Context: an optimization exercise on an open-source flow, tuned for small area, a short achievable clock period and few clock cycles per item. The choices shown serve that exercise and are no tape-out recipe.
The RTL was checked by simulation tests, not by an equivalence proof against the original design.

==> flow/design.v <==
package anffl_tex_pkg;
  localparam int OFS_R    = 0;
  localparam int OFS_B    = 8;
  localparam int OFS_G    = 16;
  localparam int OFS_FLIP = 24;
  localparam int OFS_DIFF = 25;
  localparam int OFS_CW1  = 26;
  localparam int OFS_CW0  = 29;
  localparam int OFS_IDX  = 32;
  localparam int AW = 14;    
  function automatic int mod_small(input int t);
    case (t)
      0: mod_small = 2;   1: mod_small = 5;   2: mod_small = 9;   3: mod_small = 13;
      4: mod_small = 18;  5: mod_small = 24;  6: mod_small = 33;  default: mod_small = 47;
    endcase
  endfunction
  function automatic int mod_large(input int t);
    case (t)
      0: mod_large = 8;   1: mod_large = 17;  2: mod_large = 29;  3: mod_large = 42;
      4: mod_large = 60;  5: mod_large = 80;  6: mod_large = 106; default: mod_large = 183;
    endcase
  endfunction
  function automatic int z_width(input int t);
    case (t)
      0: z_width = 7;   1: z_width = 8;   2: z_width = 9;   3: z_width = 9;
      4: z_width = 10;  5: z_width = 10;  6: z_width = 10;  default: z_width = 11;
    endcase
  endfunction
  function automatic int acc_width(input int t);
    case (t)
      0: acc_width = 10;  1: acc_width = 11;  2: acc_width = 12;  3: acc_width = 12;
      4: acc_width = 13;  5: acc_width = 13;  default: acc_width = 14;
    endcase
  endfunction
  function automatic int nbits(input int v);
    nbits = 1;
    while ((1 << nbits) <= v) nbits++;
  endfunction
  function automatic logic [3:0] q4(input logic [10:0] sum);
    q4 = 4'd0;
    for (int i = 0; i < 256; i++)
      if (sum[10:3] == 8'(i)) q4 = 4'((i * 15 + 128) >> 8);
  endfunction
  function automatic logic gt_u(input logic [15:0] x, input logic [15:0] y);
    logic g;
    g = 1'b0;
    for (int i = 0; i < 16; i++) g = (x[i] & !y[i]) | (!(x[i] ^ y[i]) & g);
    gt_u = g;
  endfunction
  function automatic logic [7:0] clamp_loss(input int m, input logic [3:0] x);
    clamp_loss = 8'd0;
    for (int i = 0; i < 16; i++)
      if (x == 4'(i) && m > 17 * i) clamp_loss = 8'(m - 17 * i);
  endfunction
  function automatic logic [7:0] clamp_loss3(input int m, input logic [1:0] n0,
                                             input logic [1:0] n1, input logic [1:0] n2);
    clamp_loss3 = 8'd0;
    for (int i0 = 0; i0 < 4; i0++)
      for (int i1 = 0; i1 < 4; i1++)
        for (int i2 = 0; i2 < 4; i2++)
          if (i0 + i1 + i2 <= 3 && n0 == 2'(i0) && n1 == 2'(i1) && n2 == 2'(i2))
            clamp_loss3 = 8'(i0 * m + i1 * ((m > 17) ? m - 17 : 0)
                             + i2 * ((m > 34) ? m - 34 : 0));
  endfunction
  function automatic logic lt_const(input logic [7:0] a, input int m);
    logic lt, eq;
    lt = 1'b0;
    eq = 1'b1;
    if (m > 255) lt_const = 1'b1;
    else begin
      for (int i = 7; i >= 0; i--) begin
        if ((m >> i) & 1) begin
          lt = lt | (eq & !a[i]);
          eq = eq & a[i];
        end else begin
          eq = eq & !a[i];
        end
      end
      lt_const = lt;
    end
  endfunction
endpackage
module anffl_tex_etc1_texel_err #(
  parameter int SM = 2,
  parameter int LG = 8,
  parameter int ZW = 11
) (
  input  logic [23:0]   ap_i,     
  input  logic [23:0]   an_i,     
  input  logic [11:0]   q_i,      
  input  logic [11:0]   n_i,      
  output logic [4*ZW-1:0] z_o      
);
  localparam int WS = anffl_tex_pkg::nbits(SM);
  localparam int WL = anffl_tex_pkg::nbits(LG);
  logic [WS-1:0] msp [3], msn [3];
  logic [WL-1:0] mlp [3], mln [3];
  logic [WL-1:0] glp [3], gln [3];
  logic [1:0] np [3], nn [3];
  always_comb begin
    for (int j = 0; j < 3; j++) begin
      np[j] = n_i[2*j +: 2];
      nn[j] = n_i[6+2*j +: 2];
    end
    for (int c = 0; c < 3; c++) begin
      logic [7:0] ap, an;
      logic [3:0] q;
      ap = ap_i[8*c +: 8];
      an = an_i[8*c +: 8];
      q  = q_i[4*c +: 4];
      msp[c] = anffl_tex_pkg::lt_const(ap, SM) ? ap[WS-1:0] : WS'(SM);
      msn[c] = anffl_tex_pkg::lt_const(an, SM) ? an[WS-1:0] : WS'(SM);
      mlp[c] = anffl_tex_pkg::lt_const(ap, LG) ? ap[WL-1:0] : WL'(LG);
      mln[c] = anffl_tex_pkg::lt_const(an, LG) ? an[WL-1:0] : WL'(LG);
      glp[c] = WL'(anffl_tex_pkg::clamp_loss(LG, 4'd15 - q));
      gln[c] = WL'(anffl_tex_pkg::clamp_loss(LG, q));
    end
  end
  logic [ZW-1:0] ksp, ksn, klp, kln;
  always_comb begin
    ksp = ZW'(anffl_tex_pkg::clamp_loss3(SM, np[0], np[1], np[2]));
    ksn = ZW'(anffl_tex_pkg::clamp_loss3(SM, nn[0], nn[1], nn[2]));
    if (LG <= 51) begin
      klp = ZW'(anffl_tex_pkg::clamp_loss3(LG, np[0], np[1], np[2]));
      kln = ZW'(anffl_tex_pkg::clamp_loss3(LG, nn[0], nn[1], nn[2]));
    end else begin
      klp = ZW'(glp[0]) + ZW'(glp[1]) + ZW'(glp[2]);
      kln = ZW'(gln[0]) + ZW'(gln[1]) + ZW'(gln[2]);
    end
  end
  logic [ZW-1:0] z [4];
  always_comb begin
    z[0] = ZW'(3 * (LG - SM)) + ksp
         + ZW'({msp[0], 1'b0}) + ZW'({msp[1], 1'b0}) + ZW'({msp[2], 1'b0});
    z[1] = klp
         + ZW'({mlp[0], 1'b0}) + ZW'({mlp[1], 1'b0}) + ZW'({mlp[2], 1'b0});
    z[2] = ZW'(3 * (LG - SM)) + ksn
         + ZW'({msn[0], 1'b0}) + ZW'({msn[1], 1'b0}) + ZW'({msn[2], 1'b0});
    z[3] = kln
         + ZW'({mln[0], 1'b0}) + ZW'({mln[1], 1'b0}) + ZW'({mln[2], 1'b0});
  end
  assign z_o = {z[3], z[2], z[1], z[0]};
endmodule
module anffl_tex_etc1_encoder
(
  input  logic        clk,
  input  logic        rst_n,
  input  logic        in_valid,
  output logic        in_ready,
  input  logic [23:0] in_texel,
  output logic        out_valid,
  input  logic        out_ready,
  output logic [63:0] out_block,
  output logic        busy
);
  localparam int AW = anffl_tex_pkg::AW;
  logic [3:0] ph, widx, ph_n, widx_n;
  logic       pend, run_q, done_pend, fill, ov, wr_d, rdy_q, busy_q;
  logic       pend_n, run_n, done_n, fill_n, ov_n, start_n;
  logic [2:0] nblk, nblk_n;
  logic       start, ev0, wr, ta, tb, idle;
  logic       v1, v2, v3;
  assign start     = (ph == 4'd0) && pend && (!done_pend || !ov);
  assign ev0       = (ph == 4'd0) ? start : run_q;
  assign wr        = in_valid && rdy_q;
  assign ta        = (ph == 4'd3) && done_pend && !ov && !fill;
  assign tb        = (ph == 4'd5) && fill;
  assign in_ready  = rdy_q;
  assign out_valid = ov;
  assign idle      = (widx == 4'd0) && !pend && !run_q && !done_pend && !fill
                     && !v1 && !v2 && !v3;
  assign busy      = busy_q;
  always_comb begin
    ph_n    = (ph == 4'd0 && idle && !wr) ? 4'd0 : ph + 4'd1;
    widx_n  = wr ? widx + 4'd1 : widx;
    pend_n  = (wr && widx == 4'd15) ? 1'b1 : (start ? 1'b0 : pend);
    run_n   = (ph == 4'd0) ? start : run_q;
    done_n  = (ph == 4'd15 && run_q) ? 1'b1 : (tb ? 1'b0 : done_pend);
    fill_n  = ta ? 1'b1 : (tb ? 1'b0 : fill);
    ov_n    = tb ? 1'b1 : ((ov && out_ready) ? 1'b0 : ov);
    case ({wr && widx == 4'd15, ov && out_ready})
      2'b10:   nblk_n = nblk + 3'd1;
      2'b01:   nblk_n = nblk - 3'd1;
      default: nblk_n = nblk;
    endcase
    start_n = (ph_n == 4'd0) && pend_n && (!done_n || !ov_n);
  end
  logic inc_ok, dec_ok, busy_n, rdy_n;
  logic [3:0] rdy_w;    
  assign inc_ok = rdy_q && (widx == 4'd15);
  assign dec_ok = ov;
  always_comb begin
    for (int k = 0; k < 4; k++) begin
      logic       w, o, pn, dn, on, sn;
      logic [3:0] wn, phk;
      w  = k[1] && rdy_q;
      o  = k[0];
      wn = w ? widx + 4'd1 : widx;
      phk = (ph == 4'd0 && idle && !w) ? 4'd0 : ph + 4'd1;
      pn = (w && widx == 4'd15) ? 1'b1 : (start ? 1'b0 : pend);
      on = tb ? 1'b1 : ((ov && o) ? 1'b0 : ov);
      sn = (phk == 4'd0) && pn && (!done_n || !on);
      rdy_w[k] = (phk == wn) && (!pn || sn);
    end
    rdy_n = rdy_w[{in_valid, out_ready}];
    case ({in_valid && inc_ok, out_ready && dec_ok})
      2'b10:   busy_n = 1'b1;
      2'b01:   busy_n = (nblk > 3'd1);
      default: busy_n = (nblk != 3'd0);
    endcase
  end
  always_ff @(posedge clk or negedge rst_n) begin
    if (!rst_n) begin
      ph        <= '0;
      widx      <= '0;
      pend      <= 1'b0;
      run_q     <= 1'b0;
      done_pend <= 1'b0;
      fill      <= 1'b0;
      ov        <= 1'b0;
      wr_d      <= 1'b0;
      nblk      <= '0;
      rdy_q     <= 1'b0;
      busy_q    <= 1'b0;
    end else begin
      ph        <= ph_n;
      widx      <= widx_n;
      pend      <= pend_n;
      run_q     <= run_n;
      done_pend <= done_n;
      fill      <= fill_n;
      ov        <= ov_n;
      wr_d      <= wr;
      nblk      <= nblk_n;
      rdy_q     <= rdy_n;
      busy_q    <= busy_n;
    end
  end
  logic [23:0] tr [16];
  always_ff @(posedge clk) begin
    for (int i = 0; i < 15; i++) tr[i] <= tr[i+1];
    tr[15] <= wr ? in_texel : tr[0];
  end
  logic [10:0] sum [2][3];
  logic [1:0]  wsb;       
  logic        tfirst;    
  logic [3:0]  qb [2][3];
  always_ff @(posedge clk or negedge rst_n)
    if (!rst_n) wsb <= '0;
    else        wsb <= {wr && widx[1], wr && !widx[1]};
  always_ff @(posedge clk)
    tfirst <= (widx[3:2] == 2'd0) && !widx[0];
  always_ff @(posedge clk) begin
    for (int s = 0; s < 2; s++) begin
      logic upd;
      upd = wsb[s];
      for (int c = 0; c < 3; c++)
        sum[s][c] <= ((upd && tfirst) ? 11'd0 : sum[s][c])
                   + (upd ? 11'(tr[15][8*c +: 8]) : 11'd0);
    end
    if (ph == 4'd15) for (int c = 0; c < 3; c++) qb[0][c] <= anffl_tex_pkg::q4(sum[0][c]);
    if (ph == 4'd1)  for (int c = 0; c < 3; c++) qb[1][c] <= anffl_tex_pkg::q4(sum[1][c]);
  end
  logic [23:0] ap1, an1;
  logic [11:0] q1, n1;
  always_ff @(posedge clk) begin
    for (int j = 0; j < 3; j++) begin
      logic [1:0] np, nn;
      np = '0;
      nn = '0;
      for (int c = 0; c < 3; c++) begin
        np = np + 2'(qb[ph[1]][c] == 4'(15 - j));
        nn = nn + 2'(qb[ph[1]][c] == 4'(j));
      end
      n1[2*j +: 2]     <= np;
      n1[6 + 2*j +: 2] <= nn;
    end
    for (int c = 0; c < 3; c++) begin
      logic [3:0] qc;
      logic [8:0] d;
      qc = qb[ph[1]][c];
      d  = {1'b0, tr[0][8*c +: 8]} - {1'b0, qc, qc};
      ap1[8*c +: 8] <= d[8] ? 8'd0 : d[7:0];
      an1[8*c +: 8] <= d[8] ? 8'(-d) : 8'd0;
      q1[4*c +: 4] <= qc;
    end
  end
  always_ff @(posedge clk or negedge rst_n)
    if (!rst_n) v1 <= 1'b0; else v1 <= ev0;
  logic signed [AW-1:0] acc [2][8];
  logic [15:0]          cnew;
  logic       sb1, sb2;
  logic [1:0] upd, ini;
  always_ff @(posedge clk) begin
    sb1 <= ph[1];
    sb2 <= sb1;
    upd <= {v2 && sb2, v2 && !sb2};
    ini <= {ph == 4'd3 && run_q, ph == 4'd1 && run_q};
  end
  for (genvar t = 0; t < 8; t++) begin : g_tbl
    localparam int ZW = anffl_tex_pkg::z_width(t);
    localparam int TW = anffl_tex_pkg::acc_width(t);
    localparam int LG = anffl_tex_pkg::mod_large(t);
    logic [4*ZW-1:0] z;
    logic [ZW-1:0] z2 [4];
    logic [ZW-1:0] z3;
    logic [1:0]    c3;
    anffl_tex_etc1_texel_err #(
      .SM(anffl_tex_pkg::mod_small(t)),
      .LG(LG),
      .ZW(ZW)
    ) u_err (
      .ap_i (ap1),
      .an_i (an1),
      .q_i  (q1),
      .n_i  (n1),
      .z_o  (z)
    );
    always_ff @(posedge clk) for (int k = 0; k < 4; k++) z2[k] <= z[k*ZW +: ZW];
    always_ff @(posedge clk) begin
      logic [ZW-1:0] z01, z23;
      logic          c01, c23;
      c01 = anffl_tex_pkg::gt_u(16'(z2[1]), 16'(z2[0]));
      z01 = c01 ? z2[1] : z2[0];
      c23 = anffl_tex_pkg::gt_u(16'(z2[3]), 16'(z2[2]));
      z23 = c23 ? z2[3] : z2[2];
      if (anffl_tex_pkg::gt_u(16'(z23), 16'(z01))) begin z3 <= z23; c3 <= {1'b1, c23}; end
      else           begin z3 <= z01; c3 <= {1'b0, c01}; end
    end
    assign cnew[2*t +: 2] = c3;
    logic signed [TW-1:0] tacc [2];
    always_ff @(posedge clk)
      for (int s = 0; s < 2; s++)
        tacc[s] <= ini[s] ? TW'(24 * LG) : tacc[s] - (upd[s] ? TW'(z3) : TW'(0));
    assign acc[0][t] = AW'(tacc[0]);
    assign acc[1][t] = AW'(tacc[1]);
  end
  always_ff @(posedge clk or negedge rst_n)
    if (!rst_n) begin
      v2 <= 1'b0;
      v3 <= 1'b0;
    end else begin
      v2 <= v1;
      v3 <= v2;
    end
  logic [15:0] cr [16];
  always_ff @(posedge clk) begin
    for (int i = 0; i < 15; i++) cr[i] <= cr[i+1];
    cr[15] <= v3 ? cnew : cr[0];
  end
  logic [15:0] xs [8];       
  logic [15:0] v1t [4], v2t [2];
  logic        i1t [4];
  logic [1:0]  i2t [2];
  logic [2:0]  bt;
  always_comb
    for (int t = 0; t < 8; t++)
      xs[t] = 16'({!acc[ph[1]][t][AW-1], acc[ph[1]][t][AW-2:0]});
  always_ff @(posedge clk) begin
    for (int p = 0; p < 4; p++) begin
      i1t[p] <= anffl_tex_pkg::gt_u(xs[2*p], xs[2*p+1]);
      v1t[p] <= anffl_tex_pkg::gt_u(xs[2*p], xs[2*p+1]) ? xs[2*p+1] : xs[2*p];
    end
    for (int p = 0; p < 2; p++)
      if (anffl_tex_pkg::gt_u(v1t[2*p], v1t[2*p+1])) begin
        v2t[p] <= v1t[2*p+1];
        i2t[p] <= {1'b1, i1t[2*p+1]};
      end else begin
        v2t[p] <= v1t[2*p];
        i2t[p] <= {1'b0, i1t[2*p]};
      end
  end
  assign bt = anffl_tex_pkg::gt_u(v2t[0], v2t[1]) ? {1'b1, i2t[1]} : {1'b0, i2t[0]};
  logic [11:0] qo [2];
  logic [63:0] ob;
  always_ff @(posedge clk) begin
    if (ph == 4'd15 && run_q) begin
      for (int c = 0; c < 3; c++) begin
        qo[0][4*c +: 4] <= qb[0][c];
        qo[1][4*c +: 4] <= qb[1][c];
      end
    end
    if (ta) begin
      ob[anffl_tex_pkg::OFS_R + 4 +: 4] <= qo[0][8 +: 4];
      ob[anffl_tex_pkg::OFS_B + 4 +: 4] <= qo[0][0 +: 4];
      ob[anffl_tex_pkg::OFS_G + 4 +: 4] <= qo[0][4 +: 4];
      ob[anffl_tex_pkg::OFS_CW0 +: 3]   <= bt;
      for (int j = 0; j < 16; j++)
        if (j % 4 < 2) begin
          logic [15:0] cw;
          cw = cr[j];
          ob[anffl_tex_pkg::OFS_IDX + 2 * (4 * (j / 4) + 3 - j % 4) +: 2] <= cw[2 * bt +: 2];
        end
    end
    if (tb) begin
      ob[anffl_tex_pkg::OFS_R +: 4] <= qo[1][8 +: 4];
      ob[anffl_tex_pkg::OFS_B +: 4] <= qo[1][0 +: 4];
      ob[anffl_tex_pkg::OFS_G +: 4] <= qo[1][4 +: 4];
      ob[anffl_tex_pkg::OFS_CW1 +: 3] <= bt;
      for (int j = 0; j < 16; j++)
        if (j % 4 >= 2) begin
          logic [15:0] cw;
          cw = cr[(j + 14) % 16];
          ob[anffl_tex_pkg::OFS_IDX + 2 * (4 * (j / 4) + 3 - j % 4) +: 2] <= cw[2 * bt +: 2];
        end
    end
  end
  assign out_block = {ob[63:26], 2'b00, ob[23:0]};
endmodule
==> flow/run.sh <==
#!/bin/bash
# synth_recipe.tcl (not shown) runs the flow's synth.tcl, then flattens the netlist and writes it again
# the make line also repeats each setting of config.mk as NAME=value (left out here)
make -C /OpenROAD-flow-scripts/flow DESIGN_CONFIG=/design/flow/config.mk WORK_HOME=/design/flow/orfs CLKGATE_MAP_FILE= SYNTH_SCRIPT=/design/flow/synth_recipe.tcl finish
==> flow/config.mk <==
export PLATFORM = sky130hd
export DESIGN_NAME = anffl_tex_etc1_encoder
export DESIGN_NICKNAME = anffl_tex_etc1_encoder
export VERILOG_FILES = /design/flow/design.v
export SDC_FILE = /design/flow/constraint.sdc
export NUM_CORES = 4
export LEC_CHECK = 0
export CAP_MARGIN = 20
export CORE_MARGIN = 2
export CORE_UTILIZATION = 40
export SLEW_MARGIN = 20
==> flow/constraint.sdc <==
create_clock -name core_clock -period 17.0 [get_ports {clk}]
set_input_delay 3.4000 -clock core_clock [delete_from_list [all_inputs] [get_ports {clk}]]
set_output_delay 3.4000 -clock core_clock [all_outputs]
set_load 0.01 [all_outputs]
==> results of run 1 <==
registers in the layout, indices dropped and copies added (netlist names), 3 cells and up:
register	count
g_tbl.tacc	196
nblk	3
an1	24
qb	24
g_tbl.z3	73
sum	66
g_tbl.c3	16
q1	12
tr	384
cr	256
ph	4
g_tbl.z2	278
i2t	4
ap1	24
qo	24
v2t	27
widx	4
ob	62
n1	12
i1t	4
v1t	53
cells in the final DEF (no fill, tap or decap), drive strengths merged, types with 91 or more instances in the layout:
master / instances
dfxtp: 1436
inv: 1114
ha: 836
nand2: 664
nor2: 626
a21oi: 445
fa: 441
o21ai: 299
xnor2: 241
mux2i: 226
clkbuf: 212
and2: 188
nand2b: 137
nor3: 135
nor2b: 133
a21o: 130
nand3: 120
edfxtp: 110
mux2: 104
xor2: 96
clkdlybuf4s50: 91
metal layers:
layer / part of all wire / wire (um) / track usage / vias to the layer above
met4: 0.049 / 10900 / 0.0935 / 0
met3: 0.050 / 11200 / 0.0296 / 410
met1: 0.44 / 97200 / 0.269 / 28527
met5: 0 / 0 / 0 / -
met2: 0.46 / 104000 / 0.345 / 1512
li1: - / - / - / 28521
cell families (layout without fill, tap and decap cells):
kind of cell	after synthesis	in the layout	share of synthesized area
muxes	364	364	0.0501
DFF	1568	1568	0.388
xor gates and xnor gates	337	337	0.0351
adders and majority gates	1277	1277	0.230
buffers and inverters	1433	1561	0.0649
and+or+nand+nor	2252	2252	0.127
AOI/OAI and AO/OA	1387	1387	0.104
other	1	3	0.0000447
cell type report:
cell class,instances,share of cell area
Sequential cell,1568,0.351
Multi-Input combinational cell,5619,0.494
Timing Repair Buffer,164,0.0157
Inverter,1108,0.0447
Antenna cell,1,0.0000269
Tap cell,2805,0.0377
Clock inverter,77,0.00962
Clock buffer,212,0.0476
path summary, 6_finish.rpt:
check	from	end	slack, ns	cells after the start
worst min register to register	tr[3][2]	tr[2][2]	0.30	0
min in group asynchronous	rst_n	fill	2.56	1
max in group asynchronous	rst_n	ph[1]	14.03	1
worst max register to register	ap1[15]	g_tbl[3].z2[0][6]	11.72	20
worst min-delay path	tr[3][2]	tr[2][2]	0.30	0
worst max-delay path	rdy_q	in_ready	11.63	1
through the flow:
| step | hold slack (ns) | std cells | utilization |
|---|---|---|---|
| global route | 0.308 | 11553 | 0.445 |
| floorplan | 0.310 | 8620 | - |
| finish | 0.304 | 11554 | 0.445 |
| detailed placement | 0.312 | 11264 | 0.419 |
| CTS | 0.309 | 11553 | 0.445 |
| global placement | 0.310 | 11264 | 0.419 |
cell usage after synthesis, drive strengths merged (73+ instances only):
cell type     n  area [um2]
dfxtp      1436       28700
inv        1100        4130
ha          836       10500
nand2       664        2490
nor2        626        2400
a21oi       445        2230
fa          441        8830
o21ai       299        1500
clkbuf      272        1020
xnor2       241        2110
mux2i       226        2260
and2        188        1180
nand2b      137         857
nor3        135         676
nor2b       133         832
a21o        130         976
nand3       120         601
edfxtp      110        3300
mux2        104        1180
xor2         96         841
o21a         73         548
==> flow_summary.ini, run 1 <==
[yosys]
syn-instance-count = 8619
async_flop_share = 0.0140
syn-cell-area_mm2 = 0.0840
avgSynthCellArea_um2 = 9.74
ys.flop_type = dfxtp_1
yosysSeqAreaShare = 0.388
ys_types = 92
synth.ff_latch_count = 1568
synth_edf_count = 110
yosysWarnings = 108

[routing]
initialDrtViolationCount = 3968
vias_per_cell = 5.10
drcViolationCount = 0
drtPass1Iterations = 6
wl_per_cell_um = 19.3
antenna_left = 0
drt_wl_total_mm = 223
vias = 58970

[placed_design]
dp_hpwl_mm = 173
dpl_cell_area_mm2 = 0.0877
io_buffer_count = 92
post-place-ws_ns = 11.04
gp_congestion = 0.924

[clock_tree]
cts_buffers = 159
insertion_delay_ns = 0.83
cts_max_level = 4
clk_path_buf_depth = 3
cts-resized-gates = 0
ctsRootBufferMaster = clkbuf_16
clkSinkCount = 1568
hold_buffers = 0
clkTransAtPathRegs_ns = 0.06
cts_tree = done
cts_setup_buffers = 0

[timing]
period_needed_ns = 5.37
finalHoldViolCount = 0
fin_crit_sh = 0.316
rsz0062_at_grt = no
fin_skew_ns = 0.0465
drv_slew = 0
timing.final.ws_setup_ns = 11.63
finalSetupViolations = 0
slew_headroom = 0.208
worstMarginPinSlew_ns = 1.19
fin_setup_tns_ns = 0
clock.fmax_mhz = 186

[global_route]
grt_pass1_wl_mm = 342
grt_pass1_vias = 59502
grt_antenna_before_repair = 8
grtUsageTotal = 0.208
grt_max_degree = 74
gr-total-overflow = 0

[floorplanning]
rows = 168
die-area_mm2 = 0.214
io_pins = 95
core-area_mm2 = 0.209
die_y_um = 462
die_w_um = 462
start_util = 0.402

[final_layout]
finish.instance_area_mm2 = 0.0930
n_fill_cell = 19949
drive_above_1_share = 0.0645
seq_area_mm2 = 0.0326
area.growth.synth_to_final_pct = 10.8
multi_input_area_mm2 = 0.0460
final_nets = 9925

[setup_path]
crit_chain = clkdlybuf4s50_1
path_delay_family = buffers and inverters
cp_slowest_cell = clkdlybuf4s50_1
cp.required_ns = 13.60
crit_path_max_fanout = 12
worst-path-buf-inv = 1
worstSetupStartpointType = register
arrival_ns = 1.97
worst-setup-path-type = register to output port
cp-end-kind = output port
cpPeakStageDelay_ns = 0.61

[run]
maxCapViolCount = 0

[worst_hold_path]
hold_path_class = register to register

[run_status]
outcome = finished clean
Testbench counts, summed over its fixed seeds: cycles 6,328, blocks 384.
==> run 2, diff against run 1 <==
--- a/flow/config.mk
+++ b/flow/config.mk
@@ -8,4 +8,6 @@
 export CAP_MARGIN = 20
 export CORE_MARGIN = 2
 export CORE_UTILIZATION = 40
+export CTS_CLUSTER_DIAMETER = 90
+export CTS_CLUSTER_SIZE = 30
 export SLEW_MARGIN = 20
==> run 2 against run 1 <==
Effect of this change: non-clock buffer count did not move; global-route usage fell by 0.31 points; die area did not move; largest cell class unchanged; area after synthesis did not move; final area fell by 3.1%; final cell count fell by 1.4%; sequential share of layout area rose by 1.1 points; utilization fell by 1.4 points; routed wire length fell by 1.2%; worst setup slack improved by 0.049 ns; first-iteration DRC count fell by 3.5%.
==> flow_summary.ini, run 2 <==
[timing]
slew_headroom = 0.180
clock.fmax_mhz = 188
finalSetupViolations = 0
fin_crit_sh = 0.313
worstMarginPinSlew_ns = 1.23
fin_skew_ns = 0.0410
fin_setup_tns_ns = 0
rsz0062_at_grt = no
finalHoldViolCount = 0
period_needed_ns = 5.32
drv_slew = 0

[placed_design]
dp_hpwl_mm = 173
io_buffer_count = 92
dpl_cell_area_mm2 = 0.0877
gp_congestion = 0.924

[final_layout]
seq_area_mm2 = 0.0326
post-route-util = 0.431
top_register = tr
layout_commonest_cell = dfxtp_1
finish.instance_area_mm2 = 0.0901
area.growth.synth_to_final_pct = 7.30
final_nets = 9838
top_regs = tr x384, g_tbl.z2 x278, cr x256
multi_input_area_mm2 = 0.0460
drive_above_1_share = 0.0485
n_fill_cell = 20220
layout_common_cells = dfxtp_1 (1432), inv_1 (1094), ha_1 (836)
largest_reg_flops = 384

[yosys]
synthMuxAreaShare = 0.0501
yosys.area_share.simple = 0.127
synth_edf_count = 110
syn-instance-count = 8619
ys_top_cells_by_area = dfxtp_1 (34%), ha_1 (12%), fa_1 (11%)
async_flop_share = 0.0140
synth_top_family_by_area = adder cells
yosys.area.top_type = dfxtp_1
synth.ff_latch_count = 1568
ys.flop_type = dfxtp_1
synth_xor_area_frac = 0.0351
yosysSeqAreaShare = 0.388
synth_compound_area_frac = 0.104
synth_adder_area_share = 0.230
ys_top_cells_by_count = dfxtp_1 (1436), inv_1 (1096), ha_1 (836)
ys_types = 92
yosysWarnings = 108
avgSynthCellArea_um2 = 9.74
syn-cell-area_mm2 = 0.0840
yosysTopAreaCellShare = 0.342
post-synth-top-count-cell = dfxtp_1

[routing]
top_layer_used = met4
drcViolationCount = 0
met1_length_mm = 96.4
initialDrtViolationCount = 3829
vias = 58321
wl_met2_mm = 103
vias_per_cell = 5.12
wl_per_cell_um = 19.3
drtPass1Iterations = 5
antenna_left = 0
drt_wl_total_mm = 220
wl_met3_mm = 10.6

[global_route]
grt_pass1_vias = 58347
grt_max_degree = 74
gr-total-overflow = 0
grtUsageTotal = 0.205
grt_antenna_before_repair = 9
grt_pass1_wl_mm = 338

[clock_tree]
hold_buffers = 0
clkTransAtPathRegs_ns = 0.10
ctsRootBufferMaster = clkbuf_16
cts-resized-gates = 0
cts_setup_buffers = 0
cts_tree = done
insertion_delay_ns = 0.73
cts_buffers = 72
clk_path_buf_depth = 3
cts_max_level = 3
clkSinkCount = 1568

[setup_path]
cpPeakStageDelay_ns = 0.61
cp-end-kind = output port
worstSetupStartpointType = register
path_delay_family = buffers and inverters
cp.required_ns = 13.60
worst-path-buf-inv = 1
arrival_ns = 1.92
crit_chain = clkdlybuf4s50_1
cp_slowest_cell = clkdlybuf4s50_1
crit_path_max_fanout = 12
worst-setup-path-type = register to output port

[floorplanning]
rows = 168
start_util = 0.402
die_w_um = 462
die_y_um = 462
die-area_mm2 = 0.214
io_pins = 95
core-area_mm2 = 0.209

[run]
maxCapViolCount = 0

[worst_hold_path]
hold_path_class = register to register

[run_status]
outcome = finished clean
-- run 2: cell count changes in the layout (fill, tap and decap cells not counted), sizes merged --
cell and change:
clkbuf -123, clkinv -33, clkinvlp -11, inv +7, bufinv -6, diode +1
-- run 2: logic make-up (layout without fill, tap and decap cells) --
kind of cell | count (synthesis) | count (layout)
DFF | 1568 | 1568
and+or+nand+nor | 2252 | 2252
AOI/OAI and AO/OA | 1387 | 1387
other | 1 | 4
xor gates and xnor gates | 337 | 337
adders and majority gates | 1277 | 1277
muxes | 364 | 364
buffers and inverters | 1433 | 1395
-- run 2: per-layer routing --
metal | track usage | vias up
met4 | 0.0858 | 0
met3 | 0.0261 | 337
met1 | 0.267 | 28271
met2 | 0.342 | 1461
met5 | 0 | -
li1 | - | 28252
-- run 2: path summary, 6_finish.rpt --
check	start	endpoint	slack [ns]	cells after the start
max	rdy_q	in_ready	11.68	1
min	tr[4][17]	tr[3][17]	0.29	0
max reg2reg	ap1[15]	g_tbl[3].z2[0][6]	11.71	20
min reg2reg	tr[4][17]	tr[3][17]	0.29	0
max in group asynchronous	rst_n	ph[1]	13.97	1
min in group asynchronous	rst_n	v3	2.64	1
-- run 2: stage by stage --
stage | worst slack [ns] | hold slack [ns] | cells
2_1_floorplan | 11.94 | 0.310 | 8620
3_3_place_gp | 10.96 | 0.310 | 11264
3_5_place_dp | 11.04 | 0.312 | 11264
4_1_cts | 11.63 | 0.291 | 11387
5_1_grt | 11.38 | 0.299 | 11387
6_report | 11.68 | 0.294 | 11389
-- run 2: final cells by class --
| class | instances | share of cell area |
|---|---|---|
| antenna | 2 | 0.0000555 |
| clock buffer | 89 | 0.0215 |
| clock inverter | 34 | 0.00528 |
| inverter | 1108 | 0.0462 |
| multi-input combinational | 5619 | 0.510 |
| sequential | 1568 | 0.362 |
| tap | 2805 | 0.0389 |
| timing repair buffer | 164 | 0.0162 |
-- run 2: worst register-to-register path: stages (launching register included) --
cell and delay, ns:
dfxtp_1 0.41, nor2_1 0.35, inv_2 0.17, nor2_2 0.66
inv_1 0.37, or2_2 0.47, inv_1 0.17, nand3_1 0.10
ha_1 0.29, inv_1 0.05, fa_1 0.52, inv_1 0.05
fa_1 0.43, inv_1 0.07, ha_1 0.16, inv_1 0.05
fa_1 0.39, inv_1 0.07, a21oi_1 0.06, o21bai_1 0.21
xor2_1 0.16
==> run 3, diff against run 2 <==
--- a/flow/config.mk
+++ b/flow/config.mk
@@ -5,9 +5,10 @@
 export SDC_FILE = /design/flow/constraint.sdc
 export NUM_CORES = 4
 export LEC_CHECK = 0
+export ABC_AREA = 1
 export CAP_MARGIN = 20
 export CORE_MARGIN = 2
 export CORE_UTILIZATION = 40
-export CTS_CLUSTER_DIAMETER = 90
-export CTS_CLUSTER_SIZE = 30
+export CTS_CLUSTER_DIAMETER = 100
+export CTS_CLUSTER_SIZE = 25
 export SLEW_MARGIN = 20
==> run 3 against run 2 <==
Effect of this change: worst setup slack worse by 0.36 ns; via count grew 6.2%; routed wire length is 9.8% higher; clock skew up 0.012 ns; final cell count up 9.1%.
==> flow_summary.ini, run 3 <==
[yosys]
yosysWarnings = 108
syn-instance-count = 9653
synth.ff_latch_count = 1568
avgSynthCellArea_um2 = 8.58
yosys.area.top_type = dfxtp_1
ys_top_cells_by_area = dfxtp_1 (35%), ha_1 (13%), fa_1 (11%)
synth_edf_count = 110
yosysTopAreaCellShare = 0.347
post-synth-top-count-cell = inv_1
syn-cell-area_mm2 = 0.0829
ys_types = 63
ys.flop_type = dfxtp_1
ys_top_cells_by_count = inv_1 (1818), nand2_1 (1598), dfxtp_1 (1436)
yosysSeqAreaShare = 0.393
async_flop_share = 0.0140

[floorplanning]
core-area_mm2 = 0.206
die_y_um = 459
rows = 167
start_util = 0.401
io_pins = 95
die_w_um = 459
die-area_mm2 = 0.211

[routing]
drcViolationCount = 0
drtPass1Iterations = 6
vias = 61960
vias_per_cell = 4.99
drt_wl_total_mm = 242
antenna_left = 0
wl_per_cell_um = 19.4
initialDrtViolationCount = 4158

[setup_path]
ff2ff_setup_slack_ns = 11.31
crit_top_cell = inv_1
cpPeakStageDelay_ns = 0.67
cp-end-kind = register
cp-startpoint = ap1[15]
arrival_ns = 6.35
r2r-start = ap1[15]
cp_slowest_cell = nor2_1
worst-path-buf-inv = 7
cp.required_ns = 17.66
path_delay_family = simple AND/OR/NAND/NOR gates
crit_chain = nor2_1 -> inv_1 -> nor2_1 -> inv_1 -> nor2_1 -> inv_1 -> nor2_1 -> inv_1 -> nor2_1 -> inv_1 -> ha_1 -> inv_1 -> fa_1 -> fa_1 -> ha_1 -> inv_1 -> fa_1 -> o221ai_1
worstSetupStartpointType = register
crit_path_max_fanout = 11
worst-setup-path-type = register to register

[global_route]
grt_pass1_vias = 61542
grt_pass1_wl_mm = 366
grt_max_degree = 101
gr-total-overflow = 0
grtUsageMet3 = 0.0308
grt_antenna_before_repair = 18
busiest_layer = met2
use_met1 = 0.293
grtUsageTotal = 0.227
gr-usage-met2 = 0.379

[clock_tree]
cts_buffers = 80
clkTransAtPathRegs_ns = 0.10
insertion_delay_ns = 0.77
hold_buffers = 0
ctsRootBufferMaster = clkbuf_16
cts_setup_buffers = 0
cts_tree = done
clk_path_buf_depth = 3
cts-resized-gates = 0
cts_max_level = 3
clkSinkCount = 1568

[run_status]
outcome = finished clean

[placed_design]
dpl_cell_area_mm2 = 0.0869
dp.cells = 12302
gp_congestion = 0.968
io_buffer_count = 92
post-place-ws_ns = 11.42
dp_hpwl_mm = 196

[final_layout]
top_regs = tr x384, g_tbl.z2 x278, cr x256
stdcell_count = 12429
drive_above_1_share = 0.0290
layout_commonest_cell = inv_1
area.growth.synth_to_final_pct = 7.86
layout_common_cells = inv_1 (1816), nand2_1 (1597), dfxtp_1 (1432)
top_register = tr
final_nets = 10986
finish.instance_area_mm2 = 0.0894
largest_reg_flops = 384

[timing]
finalHoldViolCount = 0
rsz0062_at_grt = no
drv_slew = 0
clock.fmax_mhz = 176
fin_skew_ns = 0.0530
slew_headroom = 0.288
period_needed_ns = 5.69
worstMarginPinSlew_ns = 1.06
fin_setup_tns_ns = 0
fin_crit_sh = 0.334
timing.final.ws_setup_ns = 11.31
finalSetupViolations = 0
hold_slack_ns = 0.289

[run]
maxCapViolCount = 0

[worst_hold_path]
holdCritStartpoint = tr[1][15]
hold_path_class = register to register
==> run 3: changes by cell type in the layout (fill, tap and decap cells not counted), moves of 137 or more <==
cell / change
nand2_1: +933
nand2b_1: -137
o21ai_0: +262
xnor2_1: -158
mux2i_1: -195
nor2_1: +345
and2_1: -174
inv_1: +722
==> run 3: per-layer routing <==
metal / up-vias / part of all wire / routed length, um
met1: 29505 / 0.44 / 106000
met3: 428 / 0.051 / 12300
met2: 1577 / 0.46 / 111000
met4: 2 / 0.051 / 12300
li1: 30448 / - / -
met5: - / 0.000041 / 10
==> run 3: final timing paths <==
path	endpoint	cells past startpoint
worst max register to register	g_tbl[2].z2[0][7]	18
min in group asynchronous	rdy_q	1
max in group asynchronous	ph[1]	1
worst max-delay path	g_tbl[2].z2[0][7]	18
worst min register to register	tr[0][15]	0
worst min-delay path	tr[0][15]	0
==> run 3: cells by family (layout without fill, tap and decap cells) <==
logic type / after synthesis / in the layout / share of synthesized area
mux: 61 / 61 / 0.00782
simple gates: 2976 / 2976 / 0.144
xor+xnor: 240 / 240 / 0.0254
buf+inv: 2052 / 2118 / 0.0936
fa+ha+maj: 1277 / 1277 / 0.233
flops: 1568 / 1568 / 0.393
other cells: 1 / 7 / 0.0000453
compound gates: 1478 / 1478 / 0.103
==> run 3: stage by stage <==
stage,util
4_1_cts,0.433
2_1_floorplan,-
5_1_grt,0.433
3_3_place_gp,0.421
6_report,0.433
3_5_place_dp,0.421
==> run 3: layout make-up <==
cell class	count	area, um2
multi-input combinational	6034	42600
inverter	1835	6890
clock inverter	25	348
fill	20253	117000
antenna	5	12.5
timing repair buffer	162	1470
sequential	1568	32600
clock buffer	96	2100
tap	2704	3380
==> run 4, diff against run 3 <==
--- a/flow/config.mk
+++ b/flow/config.mk
@@ -5,10 +5,10 @@
 export SDC_FILE = /design/flow/constraint.sdc
 export NUM_CORES = 4
 export LEC_CHECK = 0
-export ABC_AREA = 1
 export CAP_MARGIN = 20
 export CORE_MARGIN = 2
 export CORE_UTILIZATION = 40
 export CTS_CLUSTER_DIAMETER = 100
 export CTS_CLUSTER_SIZE = 25
+export GPL_ROUTABILITY_DRIVEN = 0
 export SLEW_MARGIN = 20
==> run 4 against run 3 <==
Effect of this change: highest routed layer unchanged; clock-buffer cell count is the same.
==> flow_summary.ini, run 4 <==
[run_status]
outcome = finished clean

[final_layout]
stdcell_count = 11378
largest_reg_flops = 384
top_register = tr
layout_commonest_cell = dfxtp_1
n_fill_cell = 20108
post-route-util = 0.430
finish.instance_area_mm2 = 0.0900
top_regs = tr x384, g_tbl.z2 x278, cr x256
final_nets = 9842
layout_common_cells = dfxtp_1 (1432), inv_1 (1094), ha_1 (836)
area.growth.synth_to_final_pct = 7.14
drive_above_1_share = 0.0468

[yosys]
ys.flop_type = dfxtp_1
yosysTopAreaCellShare = 0.342
post-synth-top-count-cell = dfxtp_1
synth_edf_count = 110
async_flop_share = 0.0140
ys_types = 92
yosysWarnings = 108
avgSynthCellArea_um2 = 9.74
synth.ff_latch_count = 1568
ys_top_cells_by_count = dfxtp_1 (1436), inv_1 (1096), ha_1 (836)
ys_top_cells_by_area = dfxtp_1 (34%), ha_1 (12%), fa_1 (11%)
yosys.area.top_type = dfxtp_1
yosysSeqAreaShare = 0.388
syn-instance-count = 8619
syn-cell-area_mm2 = 0.0840

[clock_tree]
hold_buffers = 0
clkSinkCount = 1568
cts_buffers = 77
insertion_delay_ns = 0.75
clk_path_buf_depth = 3
cts_max_level = 3
cts_tree = done
clkTransAtPathRegs_ns = 0.10
cts-resized-gates = 0
cts_setup_buffers = 0
ctsRootBufferMaster = clkbuf_16

[routing]
vias = 58627
initialDrtViolationCount = 4189
drcViolationCount = 0
drt_wl_total_mm = 218
wl_per_cell_um = 19.2
drtPass1Iterations = 6
vias_per_cell = 5.15
antenna_left = 0

[placed_design]
io_buffer_count = 92
dpl_cell_area_mm2 = 0.0877
dp_hpwl_mm = 170
dp.cells = 11262

[timing]
slew_headroom = 0.236
fin_skew_ns = 0.0388
drv_slew = 0
fin_crit_sh = 0.316
clock.fmax_mhz = 186
worstMarginPinSlew_ns = 1.14
finalSetupViolations = 0
period_needed_ns = 5.37
finalHoldViolCount = 0
hold_slack_ns = 0.309
rsz0062_at_grt = no
fin_setup_tns_ns = 0

[global_route]
grt_pass1_vias = 58650
grtUsageTotal = 0.203
gr-total-overflow = 0
grt_antenna_before_repair = 15
grt_pass1_wl_mm = 336
grt_max_degree = 74

[floorplanning]
die_y_um = 462
die_w_um = 462
start_util = 0.402
core-area_mm2 = 0.209
die-area_mm2 = 0.214
rows = 168
io_pins = 95

[worst_hold_path]
hold_path_class = register to register

[setup_path]
worstSetupStartpointType = register
cp-end-kind = register
cpPeakStageDelay_ns = 0.69
crit_path_max_fanout = 16
cp_slowest_cell = nor2_2
arrival_ns = 6.04
worst-setup-path-type = register to register
crit_chain = nor2_1 -> inv_2 -> nor2_2 -> inv_1 -> or2_2 -> inv_1 -> nand3_1 -> ha_1 -> inv_1 -> fa_1 -> inv_1 -> fa_1 -> inv_1 -> ha_1 -> inv_1 -> fa_1 -> inv_1 -> a21oi_1 -> o21bai_1 -> xor2_1
cp.required_ns = 17.67
crit_top_cell = inv_1

[run]
maxCapViolCount = 0
-- run 4: changes by cell type after synthesis, sizes merged, moves of 158 or more --
cell	delta
and2	+176
inv	-719
mux2i	+195
nand2	-936
nor2	-334
o21ai	-277
xnor2	+158
-- run 4: worst max-delay path: cells and delay by family (launching register included) --
family,cells,cell delay [ns]
xor gates and xnor gates,1,0.16
buffers and inverters,8,1.04
and+or+nand+nor,4,1.59
AOI/OAI and AO/OA,2,0.27
adders and majority gates,5,1.82
DFF,1,0.43
-- run 4: metrics by stage --
stage / setup slack (ns)
floorplan: 11.94
global placement: 10.97
detailed placement: 11.04
CTS: 11.62
global route: 11.29
finish: 11.63
-- run 4: final cells by class --
cell class              count  area [um2]  area share
repair buffers            163        1450      0.0161
clock inverters            17         259     0.00288
inverters                1108        4160      0.0462
well taps                2805        3510      0.0390
flip-flops and latches   1568       32600       0.362
clock buffers              96        2030      0.0226
diodes                      2        5.00   0.0000556
multi-input cells        5619       46000       0.511
-- run 4: worst paths after layout --
check | to | cells past startpoint | from | slack (ns)
max | g_tbl[3].z2[0][6] | 20 | ap1[15] | 11.63
min | cr[14][4] | 0 | cr[15][4] | 0.31
max reg2reg | g_tbl[3].z2[0][6] | 20 | ap1[15] | 11.63
min reg2reg | cr[14][4] | 0 | cr[15][4] | 0.31
max in group asynchronous | ph[1] | 1 | rst_n | 13.94
min in group asynchronous | nblk[2] | 1 | rst_n | 2.64
-- run 4: cell families after synthesis --
family / Yosys count / share of synthesized area
compound gates: 1387 / 0.104
xor+xnor: 337 / 0.0351
other cells: 1 / 0.0000447
simple gates: 2252 / 0.127
fa+ha+maj: 1277 / 0.230
buf+inv: 1433 / 0.0649
mux: 364 / 0.0501
flops: 1568 / 0.388
-- run 4: per-layer routing --
| layer | vias up | global-route usage | part of all wire |
|---|---|---|---|
| li1 | 28218 | - | - |
| met2 | 1642 | 0.329 | 0.45 |
| met1 | 28333 | 0.266 | 0.44 |
| met5 | - | 0 | 0.00028 |
| met4 | 8 | 0.0977 | 0.056 |
| met3 | 426 | 0.0283 | 0.054 |
==> run 5, diff against run 4 <==
--- a/flow/config.mk
+++ b/flow/config.mk
@@ -10,5 +10,5 @@
 export CORE_UTILIZATION = 40
 export CTS_CLUSTER_DIAMETER = 100
 export CTS_CLUSTER_SIZE = 25
-export GPL_ROUTABILITY_DRIVEN = 0
+export PLACE_DENSITY = 0.75
 export SLEW_MARGIN = 20
==> run 5 against run 4 <==
Effect of this change: synthesized cell count is the same; routed wire length shrank 0.96%; die area stayed put; register-to-register slack lost 0.10 ns; utilization decreased by 0.066 points; critical path depth stayed put; largest cell class unchanged.
==> flow_summary.ini, run 5 <==
[placed_design]
dp_hpwl_mm = 171
post-place-ws_ns = 11.43
dpl_cell_area_mm2 = 0.0876
dp.cells = 11256
io_buffer_count = 92
gp_congestion = 0.955

[clock_tree]
ctsRootBufferMaster = clkbuf_16
cts-resized-gates = 0
insertion_delay_ns = 0.73
cts_max_level = 3
clkSinkCount = 1568
cts_tree = done
hold_buffers = 0
cts_setup_buffers = 0
clk_path_buf_depth = 3
cts_buffers = 74
clkTransAtPathRegs_ns = 0.10

[setup_path]
cp-startpoint = an1[23]
reg2reg_depth = 20
cpPeakStageDelay_ns = 0.72
cp.required_ns = 17.66
cp-end-kind = register
worst-setup-path-type = register to register
cp-endpoint = g_tbl[3].z2[2][8]
arrival_ns = 6.13
crit_top_cell = inv_1
crit_cells = 20
ff2ff_setup_slack_ns = 11.53
crit_chain = nor2_2 -> inv_1 -> nor2_1 -> inv_1 -> or2_2 -> clkinv_1 -> nand3_1 -> ha_1 -> inv_1 -> fa_1 -> inv_1 -> fa_1 -> inv_1 -> ha_1 -> inv_1 -> fa_1 -> inv_1 -> a21oi_1 -> o21bai_1 -> a22o_1
crit_path_max_fanout = 13
path_delay_family = adder cells
worst-path-buf-inv = 8
r2r-start = an1[23]
worstSetupStartpointType = register
reg2reg_to = g_tbl[3].z2[2][8]
cp_slowest_cell = nor2_1

[worst_hold_path]
holdCritStartpoint = tr[2][2]
hold_path_class = register to register

[yosys]
syn-instance-count = 8619
yosysSeqAreaShare = 0.388
synth_edf_count = 110
async_flop_share = 0.0140
ys_top_cells_by_area = dfxtp_1 (34%), ha_1 (12%), fa_1 (11%)
syn-cell-area_mm2 = 0.0840
yosys.area.top_type = dfxtp_1
yosysTopAreaCellShare = 0.342
ys.flop_type = dfxtp_1
post-synth-top-count-cell = dfxtp_1
ys_types = 92
synth.ff_latch_count = 1568
avgSynthCellArea_um2 = 9.74
yosysWarnings = 108
ys_top_cells_by_count = dfxtp_1 (1436), inv_1 (1096), ha_1 (836)

[timing]
fin_crit_sh = 0.322
period_needed_ns = 5.47
rsz0062_at_grt = no
slew_headroom = 0.168
clock.fmax_mhz = 183
timing.final.ws_setup_ns = 11.53
finalHoldViolCount = 0
worstMarginPinSlew_ns = 1.24
fin_setup_tns_ns = 0
drv_slew = 0
finalSetupViolations = 0
fin_skew_ns = 0.0373
hold_slack_ns = 0.308

[final_layout]
top_register = tr
finish.instance_area_mm2 = 0.0898
stdcell_count = 11363
area.growth.synth_to_final_pct = 6.98
largest_reg_flops = 384
drive_above_1_share = 0.0451
post-route-util = 0.430
final_nets = 9834
layout_commonest_cell = dfxtp_1
top_regs = tr x384, g_tbl.z2 x278, cr x256
layout_common_cells = dfxtp_1 (1432), inv_1 (1095), ha_1 (836)

[global_route]
grtUsageTotal = 0.201
grt_max_degree = 74
grt_pass1_wl_mm = 335
grt_antenna_before_repair = 8
gr-total-overflow = 0
grt_pass1_vias = 59147

[routing]
antenna_left = 0
vias = 59160
drcViolationCount = 0
wl_per_cell_um = 19.0
initialDrtViolationCount = 4277
drt_wl_total_mm = 216
drtPass1Iterations = 8
vias_per_cell = 5.21

[floorplanning]
core-area_mm2 = 0.209
die-area_mm2 = 0.214
io_pins = 95
rows = 168
die_y_um = 462
die_w_um = 462
start_util = 0.402

[run]
maxCapViolCount = 0

[run_status]
outcome = finished clean
[run 5: kinds of logic (layout without fill, tap and decap cells)]
kind of cell               after synthesis  count (layout)  share of synthesized area
and+or+nand+nor                       2252            2252                      0.127
DFF                                   1568            1568                      0.388
buffers and inverters                 1433            1370                     0.0649
AOI/OAI and AO/OA                     1387            1387                      0.104
adders and majority gates             1277            1277                      0.230
muxes                                  364             364                     0.0501
xor gates and xnor gates               337             337                     0.0351
other                                    1               3                  0.0000447
[run 5: cell type report]
type	count	area, um2
repair buffers	158	1410
flip-flops and latches	1568	32600
clock inverters	11	210
inverters	1108	4160
well taps	2805	3510
fillers	19727	119000
clock buffers	93	1980
diodes	1	2.50
multi-input cells	5619	46000
[run 5: worst min path at each step]
stage,end,slack [ns],cells past startpoint
6_report,tr[1][2],0.31,0
5_1_grt,tr[5][12],0.33,0
4_1_cts,tr[1][2],0.32,0
3_5_place_dp,cr[10][9],0.31,0
3_3_place_gp,tr[13][14],0.31,0
2_1_floorplan,cr[10][0],0.31,0
[run 5: metal layers]
metal	track usage	vias up	wire length, um
met5	0	-	10
met4	0.0764	2	8730
met3	0.0321	426	14600
met2	0.324	1917	97800
met1	0.269	28600	95000
li1	-	28215	-
==> run 6, diff against run 5 <==
--- a/flow/config.mk
+++ b/flow/config.mk
@@ -10,5 +10,4 @@
 export CORE_UTILIZATION = 40
 export CTS_CLUSTER_DIAMETER = 100
 export CTS_CLUSTER_SIZE = 25
-export PLACE_DENSITY = 0.75
 export SLEW_MARGIN = 20
==> run 6 against run 5 <==
Effect of this change: clock-buffer cell count up 8; final cell count up 0.18%; area after synthesis unchanged; worst setup slack better by 0.16 ns; non-clock buffer count up 6; die area unchanged; flip-flop and latch count unchanged; routed wire length up 1.9%; critical path depth down 19; synthesized cell count unchanged.
==> flow_summary.ini, run 6 <==
[timing]
period_needed_ns = 5.31
clock.fmax_mhz = 188
finalHoldViolCount = 0
slew_headroom = 0.167
drv_slew = 0
fin_skew_ns = 0.0491
worstMarginPinSlew_ns = 1.25
rsz0062_at_grt = no
finalSetupViolations = 0
fin_setup_tns_ns = 0
fin_crit_sh = 0.312

[placed_design]
dp_hpwl_mm = 173
io_buffer_count = 92
gp_congestion = 0.924

[setup_path]
reg2reg_to = g_tbl[3].z2[0][6]
cp.required_ns = 13.60
crit_chain = clkdlybuf4s50_1
ff2ff_setup_slack_ns = 11.73
cpPeakStageDelay_ns = 0.61
worstSetupStartpointType = register
cp-end-kind = output port
reg2reg_depth = 20
arrival_ns = 1.91
crit_path_max_fanout = 12
worst-setup-path-type = register to output port
r2r-start = ap1[15]
path_delay_family = buffers and inverters
worst-path-buf-inv = 1
cp_slowest_cell = clkdlybuf4s50_1

[final_layout]
final_nets = 9843
area.growth.synth_to_final_pct = 7.25
drive_above_1_share = 0.0472
top_regs = tr x384, g_tbl.z2 x278, cr x256
top_register = tr
layout_common_cells = dfxtp_1 (1432), inv_1 (1094), ha_1 (836)
largest_reg_flops = 384
layout_commonest_cell = dfxtp_1

[yosys]
yosysTopAreaCellShare = 0.342
async_flop_share = 0.0140
post-synth-top-count-cell = dfxtp_1
avgSynthCellArea_um2 = 9.74
synth_edf_count = 110
synth.ff_latch_count = 1568
ys_top_cells_by_area = dfxtp_1 (34%), ha_1 (12%), fa_1 (11%)
syn-instance-count = 8619
yosysWarnings = 108
syn-cell-area_mm2 = 0.0840
yosys.area.top_type = dfxtp_1
yosysSeqAreaShare = 0.388
ys.flop_type = dfxtp_1
ys_top_cells_by_count = dfxtp_1 (1436), inv_1 (1096), ha_1 (836)
ys_types = 92

[routing]
vias_per_cell = 5.12
drcViolationCount = 0
initialDrtViolationCount = 3828
drtPass1Iterations = 6
antenna_left = 0
drt_wl_total_mm = 220
vias = 58241
wl_per_cell_um = 19.3

[floorplanning]
io_pins = 95
core-area_mm2 = 0.209
start_util = 0.402
die_w_um = 462
die-area_mm2 = 0.214
die_y_um = 462
rows = 168

[clock_tree]
cts_setup_buffers = 0
cts_tree = done
cts-resized-gates = 0
hold_buffers = 0
clkTransAtPathRegs_ns = 0.10
cts_max_level = 3
cts_buffers = 77
clkSinkCount = 1568
clk_path_buf_depth = 3
insertion_delay_ns = 0.76
ctsRootBufferMaster = clkbuf_16

[worst_hold_path]
holdCritStartpoint = tr[3][2]
hold_depth = 0
hold_path_class = register to register
min_to = tr[2][2]

[global_route]
gr-total-overflow = 0
grt_pass1_wl_mm = 338
grt_max_degree = 74
grtUsageTotal = 0.205
grt_antenna_before_repair = 10
grt_pass1_vias = 58282

[run]
maxCapViolCount = 0

[run_status]
outcome = finished clean
[run 6: kinds of logic (layout without fill, tap and decap cells)]
group / count (synthesis) / in the layout / share of synthesized area
xor+xnor: 337 / 337 / 0.0351
flops: 1568 / 1568 / 0.388
other cells: 1 / 3 / 0.0000447
simple gates: 2252 / 2252 / 0.127
mux: 364 / 364 / 0.0501
buf+inv: 1433 / 1390 / 0.0649
fa+ha+maj: 1277 / 1277 / 0.230
compound gates: 1387 / 1387 / 0.104
[run 6: worst max-delay path by stage]
stage,start,to,slack (ns),cells after the start
after global placement,in_valid,busy_q,10.96,8
after CTS,rdy_q,in_ready,11.63,1
after global routing,ap1[15],g_tbl[3].z2[0][6],11.40,20
after detailed placement,in_valid,busy_q,11.04,8
final,rdy_q,in_ready,11.69,1
after floorplan,in_valid,busy_q,11.94,9
[run 6: per-stage QoR]
stage	worst slack (ns)	instances	hold WS (ns)	utilization	cell area (um2)
finish	11.69	11383	0.315	0.431	90100
global placement	10.96	11264	0.310	0.419	87700
global route	11.40	11382	0.317	0.431	90100
floorplan	11.94	8620	0.310	-	84000
detailed placement	11.04	11264	0.312	0.419	87700
CTS	11.63	11382	0.316	0.431	90100
[run 6: area by class of cell]
type / instances / area [um2]
Antenna cell: 1 / 2.50
Clock buffer: 101 / 2100
Clock inverter: 17 / 268
Fill cell: 20234 / 119000
Inverter: 1108 / 4160
Multi-Input combinational cell: 5619 / 46000
Sequential cell: 1568 / 32600
Tap cell: 2805 / 3510
Timing Repair Buffer: 164 / 1460
[run 6: routing by layer]
metal  share of wire  GRT usage
met1            0.44      0.268
met2            0.47      0.342
met3           0.047     0.0236
met4           0.048     0.0880
met5               0          0
==> run 7, diff against run 6 <==
--- a/flow/design.v
+++ b/flow/design.v
@@ -156,17 +156,19 @@
   localparam int AW = anffl_tex_pkg::AW;
   logic [3:0] ph, widx, ph_n, widx_n;
   logic       pend, run_q, done_pend, fill, ov, wr_d, rdy_q, busy_q;
+  logic       ov_o, slot_q, pok_q, rdy_i;
   logic       pend_n, run_n, done_n, fill_n, ov_n, start_n;
   logic [2:0] nblk, nblk_n;
   logic       start, ev0, wr, ta, tb, idle;
   logic       v1, v2, v3;
   assign start     = (ph == 4'd0) && pend && (!done_pend || !ov);
   assign ev0       = (ph == 4'd0) ? start : run_q;
-  assign wr        = in_valid && rdy_q;
+  assign rdy_i     = slot_q && pok_q;
+  assign wr        = in_valid && rdy_i;
   assign ta        = (ph == 4'd3) && done_pend && !ov && !fill;
   assign tb        = (ph == 4'd5) && fill;
   assign in_ready  = rdy_q;
-  assign out_valid = ov;
+  assign out_valid = ov_o;
   assign idle      = (widx == 4'd0) && !pend && !run_q && !done_pend && !fill
                      && !v1 && !v2 && !v3;
   assign busy      = busy_q;
@@ -187,22 +189,28 @@
   end
   logic inc_ok, dec_ok, busy_n, rdy_n;
   logic [3:0] rdy_w;    
-  assign inc_ok = rdy_q && (widx == 4'd15);
+  logic [3:0] slot_w, pok_w;
+  logic       slot_n, pok_n;
+  assign inc_ok = rdy_i && (widx == 4'd15);
   assign dec_ok = ov;
   always_comb begin
     for (int k = 0; k < 4; k++) begin
       logic       w, o, pn, dn, on, sn;
       logic [3:0] wn, phk;
-      w  = k[1] && rdy_q;
+      w  = k[1] && rdy_i;
       o  = k[0];
       wn = w ? widx + 4'd1 : widx;
       phk = (ph == 4'd0 && idle && !w) ? 4'd0 : ph + 4'd1;
       pn = (w && widx == 4'd15) ? 1'b1 : (start ? 1'b0 : pend);
       on = tb ? 1'b1 : ((ov && o) ? 1'b0 : ov);
       sn = (phk == 4'd0) && pn && (!done_n || !on);
-      rdy_w[k] = (phk == wn) && (!pn || sn);
+      slot_w[k] = (phk == wn);
+      pok_w[k]  = !pn || sn;
+      rdy_w[k]  = slot_w[k] && pok_w[k];
     end
-    rdy_n = rdy_w[{in_valid, out_ready}];
+    rdy_n  = rdy_w[{in_valid, out_ready}];
+    slot_n = slot_w[{in_valid, out_ready}];
+    pok_n  = pok_w[{in_valid, out_ready}];
     case ({in_valid && inc_ok, out_ready && dec_ok})
       2'b10:   busy_n = 1'b1;
       2'b01:   busy_n = (nblk > 3'd1);
@@ -222,6 +230,9 @@
       nblk      <= '0;
       rdy_q     <= 1'b0;
       busy_q    <= 1'b0;
+      slot_q    <= 1'b0;
+      pok_q     <= 1'b0;
+      ov_o      <= 1'b0;
     end else begin
       ph        <= ph_n;
       widx      <= widx_n;
@@ -234,6 +245,9 @@
       nblk      <= nblk_n;
       rdy_q     <= rdy_n;
       busy_q    <= busy_n;
+      slot_q    <= slot_n;
+      pok_q     <= pok_n;
+      ov_o      <= tb || (ov_o && !out_ready);
     end
   end
   logic [23:0] tr [16];
==> run 7 against run 6 <==
Effect of this change: clock skew increased by 0.0041 ns; via count increased by 1.1%; routed wire length increased by 0.25%; area after synthesis increased by 0.24%; worst hold slack about the same; global-route usage decreased by 0.12 points; utilization increased by 0.065 points; final cell count increased by 0.65%.
==> flow_summary.ini, run 7 <==
[yosys]
ys_top_cells_by_count = dfxtp_1 (1436), inv_1 (1065), ha_1 (836)
syn-cell-area_mm2 = 0.0842
synth.ff_latch_count = 1571
yosysSeqAreaShare = 0.388
avgSynthCellArea_um2 = 9.68
ys_types = 96
post-synth-top-count-cell = dfxtp_1
yosys.area.top_type = dfxtp_1
async_flop_share = 0.0159
yosysTopAreaCellShare = 0.342
yosysWarnings = 108
synth_edf_count = 110
ys_top_cells_by_area = dfxtp_1 (34%), ha_1 (12%), fa_1 (10%)
syn-instance-count = 8700
ys.flop_type = dfxtp_1

[final_layout]
drive_above_1_share = 0.0443
stdcell_count = 11457
final_nets = 9920
top_register = tr
top_regs = tr x384, g_tbl.z2 x278, cr x256
layout_commonest_cell = dfxtp_1
multi_input_area_mm2 = 0.0462
largest_reg_flops = 384
finish.instance_area_mm2 = 0.0903
area.growth.synth_to_final_pct = 7.25
layout_common_cells = dfxtp_1 (1431), inv_1 (1064), ha_1 (836)
n_fill_cell = 20200
seq_area_mm2 = 0.0327
post-route-util = 0.431

[setup_path]
arrival_ns = 5.93
worst-setup-path-type = primary input to register
worstSetupStartpointType = primary input
crit_path_max_fanout = 27
cp-end-kind = register
reg2reg_to = g_tbl[2].z2[0][7]
r2r-start = ap1[23]
cp.required_ns = 17.61
reg2reg_depth = 19
ff2ff_setup_slack_ns = 11.70

[timing]
drv_slew = 0
finalHoldViolCount = 0
fin_setup_tns_ns = 0
worstMarginPinSlew_ns = 1.09
hold_slack_ns = 0.316
period_needed_ns = 5.32
fin_skew_ns = 0.0532
fin_crit_sh = 0.313
finalSetupViolations = 0
slew_headroom = 0.252
rsz0062_at_grt = no
clock.fmax_mhz = 188
timing.final.ws_setup_ns = 11.68

[routing]
vias = 58880
wl_per_cell_um = 19.3
initialDrtViolationCount = 4113
antenna_left = 0
vias_per_cell = 5.14
drcViolationCount = 0
drt_wl_total_mm = 221
drtPass1Iterations = 6

[worst_hold_path]
hold_path_class = register to register
holdCritStartpoint = tr[8][21]
hold_depth = 0
min_to = tr[7][21]

[clock_tree]
clk_path_buf_depth = 3
cts-resized-gates = 0
clkTransAtPathRegs_ns = 0.09
clkSinkCount = 1571
hold_buffers = 0
ctsRootBufferMaster = clkbuf_16
insertion_delay_ns = 0.77
cts_setup_buffers = 0
cts_buffers = 77
cts_max_level = 3
cts_tree = done

[global_route]
grt_max_degree = 59
grt_pass1_vias = 58860
grt_antenna_before_repair = 12
grtUsageTotal = 0.204
grt_pass1_wl_mm = 342
gr-total-overflow = 0

[placed_design]
dpl_cell_area_mm2 = 0.0880
gp_congestion = 0.945
dp.cells = 11341
post-place-ws_ns = 10.91
dp_hpwl_mm = 172
io_buffer_count = 92

[floorplanning]
die-area_mm2 = 0.214
core-area_mm2 = 0.209
io_pins = 95
rows = 168
die_y_um = 463
die_w_um = 463
start_util = 0.402

[run_status]
outcome = finished clean

[run]
maxCapViolCount = 0
## run 7: critical path, cell delays in order
cell             delay, ns
clkdlybuf4s50_1       0.55
nand3_2               0.64
or2_2                 0.60
inv_1                 0.08
ha_1                  0.24
nor3_1                0.18
a21oi_1               0.06
o32a_1                0.17
## run 7: area by class of cell
type / count / share of cell area
clock inverters: 18 / 0.00277
diodes: 1 / 0.0000277
clock buffers: 97 / 0.0223
inverters: 1093 / 0.0454
well taps: 2805 / 0.0389
flip-flops and latches: 1571 / 0.362
multi-input cells: 5696 / 0.511
repair buffers: 176 / 0.0173
## run 7: worst max path at each step
| stage | cells past startpoint | from | endpoint |
|---|---|---|---|
| floorplan | 7 | in_valid | busy_q |
| global placement | 8 | in_valid | busy_q |
| detailed placement | 8 | in_valid | busy_q |
| CTS | 8 | in_valid | busy_q |
| global route | 19 | ap1[23] | g_tbl[2].z2[0][7] |
| finish | 8 | in_valid | busy_q |
## run 7: kinds of logic (layout without fill, tap and decap cells)
kind of cell / count (synthesis) / count (layout) / synth area share
AND/OR/NAND/NOR: 2303 / 2303 / 0.130
buffers and inverters: 1434 / 1384 / 0.0645
adder cells (fa/ha/maj): 1278 / 1278 / 0.229
multiplexers: 319 / 319 / 0.0417
XOR/XNOR: 339 / 339 / 0.0353
flip-flops: 1571 / 1571 / 0.388
other: 1 / 3 / 0.0000445
AO/OA/AOI/OAI: 1455 / 1455 / 0.111
## run 7: routing by layer
metal,vias to the layer above,track usage,part of all wire
met5,-,0,0.00024
met4,8,0.0816,0.046
met3,385,0.0315,0.051
met2,1443,0.330,0.45
met1,28500,0.272,0.45
li1,28544,-,-
Testbench counts of run 7, summed over its fixed seeds: cycles 6,328, blocks 384.

[what the ideal ports hide]
No port has a modelled driver above. Below, the same layouts with a new extraction and two added sets of constraints. Step 1: set_driving_cell puts a clkbuf_16 on clk and a buf_2 on each other input, an assumption about the parent block. Step 2 also shifts input and output timing later by t, the mid clock arrival at the registers, as if the neighbouring blocks saw the same clock. Slacks: ideal ports / drivers / drivers and shift; pairs: ideal ports / drivers.
run	t (ns)	slack for setup (ns)	hold slack, ns
run 1	0.887	11.627 / 11.542 / 11.087	0.304 / 0.304 / 0.304
run 2	0.802	11.676 / 11.590 / 11.112	0.294 / 0.294 / 0.294
run 3	0.830	11.314 / 11.314 / 11.314	0.289 / 0.289 / 0.289
run 4	0.820	11.630 / 11.585 / 11.083	0.309 / 0.309 / 0.309
run 5	0.798	11.530 / 11.530 / 11.427	0.308 / 0.308 / 0.308
run 6	0.819	11.689 / 11.606 / 11.072	0.315 / 0.315 / 0.315
run 7	0.821	11.681 / 11.704 / 10.903	0.316 / 0.316 / 0.316
After both steps setup and hold are still met in every run listed. For run 7, which loses most, drivers alone change the setup slack by +0.023 ns; drivers and shift together by -0.778 ns.
